From an optimization exercise on the open Yosys and OpenROAD flow, aimed at small area; shortcuts taken in it are not production practice.
No functional check of the RTL was part of this run.
Power is estimated from default activity; no workload was simulated.

File: design/flow/design.v
package key_extract_reli_tx_pkg;
   localparam int PROP_DAT_BIT   = 0;
   localparam int PROP_NACK_BIT  = 1;
   localparam int PROP_LOCAL_BIT = 2;
   localparam int PROP_WIDTH     = 3;
   localparam int DEF_DST_IP_NO         = 104;
   localparam int DEF_SRC_IP_NO         = 0;
   localparam int DEF_IP_WIDTH          = 128;
   localparam int DEF_RSIP_INDEX_NO     = 241;
   localparam int DEF_RSIP_INDEX_WIDTH  = 5;
   localparam int DEF_PKT_PROPERTY_NO   = 246;
   typedef enum logic [1:0] {
      KEY_TYPE_MISS = 2'd0,
      KEY_TYPE_DAT  = 2'd1,
      KEY_TYPE_NACK = 2'd2
   } key_type_e;
   typedef enum logic [1:0] {
      SKID_EMPTY = 2'd0,
      SKID_ONE   = 2'd1,
      SKID_FULL  = 2'd2
   } skid_state_e;
   function automatic logic [1:0] classify(input logic [key_extract_reli_tx_pkg::PROP_WIDTH-1:0] prop);
      if (prop[key_extract_reli_tx_pkg::PROP_DAT_BIT] && prop[key_extract_reli_tx_pkg::PROP_LOCAL_BIT]) begin
         classify = key_extract_reli_tx_pkg::KEY_TYPE_DAT;
      end else if (prop[key_extract_reli_tx_pkg::PROP_NACK_BIT] && prop[key_extract_reli_tx_pkg::PROP_LOCAL_BIT]) begin
         classify = key_extract_reli_tx_pkg::KEY_TYPE_NACK;
      end else begin
         classify = key_extract_reli_tx_pkg::KEY_TYPE_MISS;
      end
   endfunction
endpackage
module reli_tx_skid_buf
#(
   parameter int DATA_WIDTH = 8
) (
   input  logic                  clk,
   input  logic                  rst,
   input  logic [DATA_WIDTH-1:0] in_data,
   input  logic                  in_valid,
   output logic                  in_ready,
   output logic [DATA_WIDTH-1:0] out_data,
   output logic                  out_valid,
   input  logic                  out_ready
);
   logic [1:0]           state, state_next;
   logic [DATA_WIDTH-1:0] out_q, skid_q;
   logic                  push, pop;
   logic                  load_out_in, load_out_skid, load_skid;
   assign in_ready  = (state != key_extract_reli_tx_pkg::SKID_FULL) && !rst;
   assign out_valid = (state != key_extract_reli_tx_pkg::SKID_EMPTY);
   assign out_data  = out_q;
   assign push      = in_valid && in_ready;
   assign pop       = out_valid && out_ready;
   always_comb begin
      state_next    = state;
      load_out_in   = 1'b0;
      load_out_skid = 1'b0;
      load_skid     = 1'b0;
      case (state)
         key_extract_reli_tx_pkg::SKID_EMPTY: begin
            if (push) begin
               state_next  = key_extract_reli_tx_pkg::SKID_ONE;
               load_out_in = 1'b1;
            end
         end
         key_extract_reli_tx_pkg::SKID_ONE: begin
            if (push && pop) begin
               load_out_in = 1'b1;
            end else if (push) begin
               state_next = key_extract_reli_tx_pkg::SKID_FULL;
               load_skid  = 1'b1;
            end else if (pop) begin
               state_next = key_extract_reli_tx_pkg::SKID_EMPTY;
            end
         end
         key_extract_reli_tx_pkg::SKID_FULL: begin
            if (pop) begin
               state_next    = key_extract_reli_tx_pkg::SKID_ONE;
               load_out_skid = 1'b1;
            end
         end
         default: state_next = key_extract_reli_tx_pkg::SKID_EMPTY;
      endcase
   end
   always_ff @(posedge clk) begin
      if (rst) begin
         state <= key_extract_reli_tx_pkg::SKID_EMPTY;
      end else begin
         state <= state_next;
      end
   end
   always_ff @(posedge clk) begin
      if (rst) begin
         out_q  <= '0;
         skid_q <= '0;
      end else begin
         if (load_out_in) begin
            out_q <= in_data;
         end else if (load_out_skid) begin
            out_q <= skid_q;
         end
         if (load_skid) begin
            skid_q <= in_data;
         end
      end
   end
endmodule
module key_extract_reli_tx
#(
   parameter int PKT_METADATA_WIDTH = 274,
   parameter int KEY_WIDTH          = 133,
   parameter int DST_IP_NO          = key_extract_reli_tx_pkg::DEF_DST_IP_NO,
   parameter int SRC_IP_NO          = key_extract_reli_tx_pkg::DEF_SRC_IP_NO,
   parameter int IP_WIDTH           = key_extract_reli_tx_pkg::DEF_IP_WIDTH,
   parameter int RSIP_INDEX_NO      = key_extract_reli_tx_pkg::DEF_RSIP_INDEX_NO,
   parameter int RSIP_INDEX_WIDTH   = key_extract_reli_tx_pkg::DEF_RSIP_INDEX_WIDTH,
   parameter int PKT_PROPERTY_NO    = key_extract_reli_tx_pkg::DEF_PKT_PROPERTY_NO,
   parameter int NACK_USE_SRC       = 1,
   parameter int FORWARD_MISS       = 1,
   parameter int CNT_WIDTH          = 16
) (
   input  logic                          clk,
   input  logic                          rst,
   input  logic [PKT_METADATA_WIDTH-1:0] s_pkt_metadata_info,
   input  logic                          s_pkt_metadata_valid,
   output logic                          s_pkt_metadata_ready,
   output logic [KEY_WIDTH-1:0]          m_key_info,
   output logic [1:0]                    m_key_type,
   output logic [PKT_METADATA_WIDTH-1:0] m_key_metadata,
   output logic                          m_key_valid,
   input  logic                          m_key_ready,
   input  logic                          stat_clr,
   output logic [CNT_WIDTH-1:0]          stat_dat_cnt,
   output logic [CNT_WIDTH-1:0]          stat_nack_cnt,
   output logic [CNT_WIDTH-1:0]          stat_miss_cnt
);
   localparam int PAYLOAD_WIDTH = 2 + KEY_WIDTH + PKT_METADATA_WIDTH;
   logic [key_extract_reli_tx_pkg::PROP_WIDTH-1:0]       prop;
   logic [RSIP_INDEX_WIDTH-1:0] rsip_index;
   logic [IP_WIDTH-1:0]         dst_ip, src_ip;
   logic [1:0]                   beat_type;
   logic [KEY_WIDTH-1:0]        beat_key;
   logic                        emit, accept;
   logic [PAYLOAD_WIDTH-1:0]    in_payload, out_payload;
   assign prop       = s_pkt_metadata_info[PKT_PROPERTY_NO +: key_extract_reli_tx_pkg::PROP_WIDTH];
   assign rsip_index = s_pkt_metadata_info[RSIP_INDEX_NO +: RSIP_INDEX_WIDTH];
   assign dst_ip     = s_pkt_metadata_info[DST_IP_NO +: IP_WIDTH];
   assign src_ip     = s_pkt_metadata_info[SRC_IP_NO +: IP_WIDTH];
   always_comb begin
      beat_type = key_extract_reli_tx_pkg::classify(prop);
      beat_key  = '0;
      case (beat_type)
         key_extract_reli_tx_pkg::KEY_TYPE_DAT: begin
            beat_key[IP_WIDTH-1:0]                   = dst_ip;
            beat_key[IP_WIDTH +: RSIP_INDEX_WIDTH]   = rsip_index;
         end
         key_extract_reli_tx_pkg::KEY_TYPE_NACK: begin
            beat_key[IP_WIDTH-1:0]                   = (NACK_USE_SRC != 0) ? src_ip : dst_ip;
            beat_key[IP_WIDTH +: RSIP_INDEX_WIDTH]   = rsip_index;
         end
         default: beat_key = '0;
      endcase
   end
   assign emit       = (beat_type != key_extract_reli_tx_pkg::KEY_TYPE_MISS) || (FORWARD_MISS != 0);
   assign accept     = s_pkt_metadata_valid && s_pkt_metadata_ready;
   assign in_payload = {beat_type, beat_key, s_pkt_metadata_info};
   reli_tx_skid_buf #(
      .DATA_WIDTH (PAYLOAD_WIDTH)
   ) u_skid_buf (
      .clk       (clk),
      .rst       (rst),
      .in_data   (in_payload),
      .in_valid  (s_pkt_metadata_valid && emit),
      .in_ready  (s_pkt_metadata_ready),
      .out_data  (out_payload),
      .out_valid (m_key_valid),
      .out_ready (m_key_ready)
   );
   assign m_key_type     = out_payload[PAYLOAD_WIDTH-1 -: 2];
   assign m_key_info     = out_payload[PKT_METADATA_WIDTH +: KEY_WIDTH];
   assign m_key_metadata = out_payload[PKT_METADATA_WIDTH-1:0];
   always_ff @(posedge clk) begin
      if (rst || stat_clr) begin
         stat_dat_cnt  <= '0;
         stat_nack_cnt <= '0;
         stat_miss_cnt <= '0;
      end else if (accept) begin
         case (beat_type)
            key_extract_reli_tx_pkg::KEY_TYPE_DAT:  stat_dat_cnt  <= stat_dat_cnt + CNT_WIDTH'(1);
            key_extract_reli_tx_pkg::KEY_TYPE_NACK: stat_nack_cnt <= stat_nack_cnt + CNT_WIDTH'(1);
            default:       stat_miss_cnt <= stat_miss_cnt + CNT_WIDTH'(1);
         endcase
      end
   end
endmodule
File: design/flow/run.sh
#!/bin/bash
# synth_recipe.tcl (not shown) runs the flow's synth.tcl, then flattens the netlist and writes it again
# the make line also repeats each setting of config.mk as NAME=value (left out here)
make -C /OpenROAD-flow-scripts/flow DESIGN_CONFIG=/design/flow/config.mk WORK_HOME=/design/flow/orfs CLKGATE_MAP_FILE= SYNTH_SCRIPT=/design/flow/synth_recipe.tcl finish
File: design/flow/config.mk
export PLATFORM = sky130hd
export DESIGN_NAME = key_extract_reli_tx
export DESIGN_NICKNAME = key_extract_reli_tx
export VERILOG_FILES = /design/flow/design.v
export SDC_FILE = /design/flow/constraint.sdc
export NUM_CORES = 4
export LEC_CHECK = 0
export CAP_MARGIN = 20
export CORE_MARGIN = 2
export CORE_UTILIZATION = 40
export SLEW_MARGIN = 20
File: design/flow/constraint.sdc
create_clock -name core_clock -period 4.0 [get_ports {clk}]
set_input_delay 0.8000 -clock core_clock [delete_from_list [all_inputs] [get_ports {clk}]]
set_output_delay 0.8000 -clock core_clock [all_outputs]
set_load 0.01 [all_outputs]
==> reports/metrics.cfg <==
[cells_and_area]
final.fill_count=7981
drive_gt1_frac=0.0529
area_growth_pct=33.8
nNetsFinal=4913

[clock_network]
cts_resized=0
htreeDepth=3
clkTransAtPathRegs_ns=0.06
clk_path_buf_depth=3
post-cts-setup-buffers=0
cts_tree=yes
cts_sinks=868
cts-root-buf=clkbuf_16
cts_buffers=95
clkLatencyLatePin_ns=0.67
postCtsHoldBufs=0

[timing]
grt_setup_unrepaired=no
max_freq_mhz=349
period_needed_ns=2.87
maxSlewViolCount=0
period_share=0.716
slew_headroom=0.270
setup_violations=0
finClkSkew_ns=0.0291
whs_ns=0.446
fin_setup_tns_ns=0
hold_violations=0
worstMarginPinSlew_ns=1.10

[yosys]
synth_nets=4418
synth-seq-cells=868
ys.flop_type=dfxtp_1
syn-cell-area_mm2=0.0342
synth_cell_types=45
yosys_warnings=2
synth_compound_area_frac=0.250
synth_area_leaders=dfxtp_1, nand2_1, a21oi_1, a221oi_1, a22oi_1
yosysMostFrequentCell=nand2_1
synth-adder-area-share=0.00110
synth_largest_area_cell=dfxtp_1
async_reset_ff_frac=0
synth_top_family_by_area=compound AO/OA/AOI/OAI gates
synthSimpleGateAreaFrac=0.187
yosysSeqAreaShare=0.508
synth_common_cells=nand2_1, dfxtp_1, a21oi_1, clkbuf_1, a221oi_1
synth_top_area_frac=0.508
synthMuxAreaShare=0.00146
synth-xor-area-share=0.00308
syn_avg_cell_area_um2=8.26
synthCells=4136
synth_edf_count=0

[pwr]
seqPwrFrac=0.443
combPwrFrac=0.110
p_sw_uw=5210
powerDensity_mw_per_mm2=453
p_leak_uw=0.0148
p_int_uw=15500
clockPowerShare=0.448
vdd_drop_max_uv=355
swShare=0.252

[detailed_routing]
drt_iter0_drc=2841
drc=0
wl_um=128000
wl_per_cell_um=21.9
vias=33400
avgViaCountPerCell=5.69
antenna_left=0
drt_first_pass_iters=6

[global_routing]
antenna_found_initial=20
grt_pass1_wl_um=190000
grt_max_degree=222
grt_pass1_vias=30100
gr-total-overflow=0
grt_use_total=0.277

[die]
ios=738
dieArea_mm2=0.0878
rows=107
start_util=0.403
dieHeight_um=296
fp.dieW_um=296
core_mm2=0.0849

[worst_setup_path]
path_class=flip-flop to output port
endpoint_kind=output port
crit_fanout=9
critPathArrivalTime_ns=2.07
slowest_delay_ns=0.53
crit_required_ns=3.20
worst_path_max_delay_cell=dfxtp_1
start_kind=flip-flop
worstPathCellList=nor2b_1, nor2_1, clkdlybuf4s50_1

[run_status]
status=finished clean

[placed_design]
io_buffers=737
hpwl_um=82800
gp_congestion=0.823

[hold_path]
worstHoldPathType=flip-flop to flip-flop

[job]
drv_cap=0

-- critical path: cells and delay by family, from the launching register on --
kind	cells	cell delay, ns
and+or+nand+nor	2	0.38
buffers and inverters	1	0.50
DFF	1	0.53
-- power groups by stage --
stage	Combinational [uW]	Sequential, uW	Clock, uW
finish	2270	9170	9270
CTS	2270	9170	9430
global route	2440	9200	9770
detailed placement	2270	9360	0
global placement	2260	9350	0
floorplan	852	9410	0
-- worst paths after layout --
path | endpoint | slack [ns] | from | cells past startpoint
worst min-delay path | u_skid_buf.skid_q[405] | 0.45 | u_skid_buf.skid_q[405] | 2
worst max register to register | u_skid_buf.out_q[341] | 1.66 | u_skid_buf.state[1] | 6
worst max-delay path | s_pkt_metadata_ready | 1.13 | u_skid_buf.state[1] | 3
worst min register to register | u_skid_buf.skid_q[405] | 0.45 | u_skid_buf.skid_q[405] | 2
-- flip-flops by register name, indices dropped and copies added, names as in the netlist --
name / cells
stat_nack_cnt: 16
u_skid_buf.skid_q: 409
stat_dat_cnt: 16
u_skid_buf.state: 2
stat_miss_cnt: 16
u_skid_buf.out_q: 409
-- area by class of cell --
| class | count | area (um^2) | area share |
|---|---|---|---|
| clock inverter | 35 | 485 | 0.0106 |
| sequential | 868 | 17400 | 0.380 |
| inverter | 9 | 33.8 | 0.000739 |
| clock buffer | 137 | 2810 | 0.0614 |
| timing repair buffer | 811 | 8390 | 0.183 |
| tap | 1144 | 1430 | 0.0313 |
| antenna | 16 | 40.0 | 0.000875 |
| multi-input combinational | 2846 | 15200 | 0.332 |
-- cell usage in the layout (no fill, tap or decap), types with 10 or more instances in the layout --
master,netlist,final
a21oi_1,542,542
a221oi_1,256,256
a22oi_1,229,229
a311oi_1,174,174
buf_12,0,36
buf_4,1,38
bufinv_16,0,10
clkbuf_1,340,16
clkbuf_16,0,96
clkbuf_8,0,25
clkdlybuf4s50_1,0,736
clkinv_2,0,20
dfxtp_1,868,868
diode_2,0,16
nand2_1,1147,1146
nand3_1,24,23
nor2_1,195,195
nor3_1,134,134
o21ai_0,16,16
o31ai_1,15,15
or3_1,18,17
or4_1,16,16
-- routing by layer --
metal | track usage | up-vias | routed length [um]
li1 | - | 15800 | -
met1 | 0.358 | 16100 | 52900
met2 | 0.442 | 1176 | 60500
met3 | 0.0723 | 224 | 10300
met4 | 0.108 | 14 | 4690
met5 | 0 | - | 88
-- per-stage QoR --
step / area, um^2 / worst slack [ns] / power (uW) / cells / util
finish: 45700 / 1.13 / 20700 / 5866 / 0.539
global route: 45700 / 1.06 / 21400 / 5859 / 0.539
CTS: 45700 / 1.12 / 20900 / 5850 / 0.538
detailed placement: 42400 / 0.770 / 11600 / 5678 / 0.500
global placement: 42400 / 0.791 / 11600 / 5678 / 0.500
floorplan: 34200 / 1.39 / 10300 / 4136 / -
-- cell families after synthesis --
kind of cell / Yosys count
simple gates: 1579
fa+ha+maj: 3
flops: 868
xor+xnor: 12
buf+inv: 422
compound gates: 1247
mux: 5

-- separate check: timing with driven ports --
In the flow no input, the clock included, has a driving cell. The finished layout below was timed again as built, in two steps. Step 1: set_driving_cell puts a clkbuf_16 on clk and a buf_2 on each other input, an assumption about the parent block. Step 2 times the ports against the registers' clock, not the clock port: input delays grow and output delays shrink by t, the midpoint of the rising clock arrivals with the driver on. Slacks: no drivers / after step 1 / after step 2; pairs: no drivers / after step 1.
t (ns): 0.724
setup WS [ns]: 1.134 / 1.065 / 0.680
clock arrival spread, ns: 0.032 / 0.032
pins driven straight from the clock port: 1
After both steps this run still meets setup and hold. The setup slack of this run moves by -0.069 ns with the drivers and by -0.454 ns with both steps.
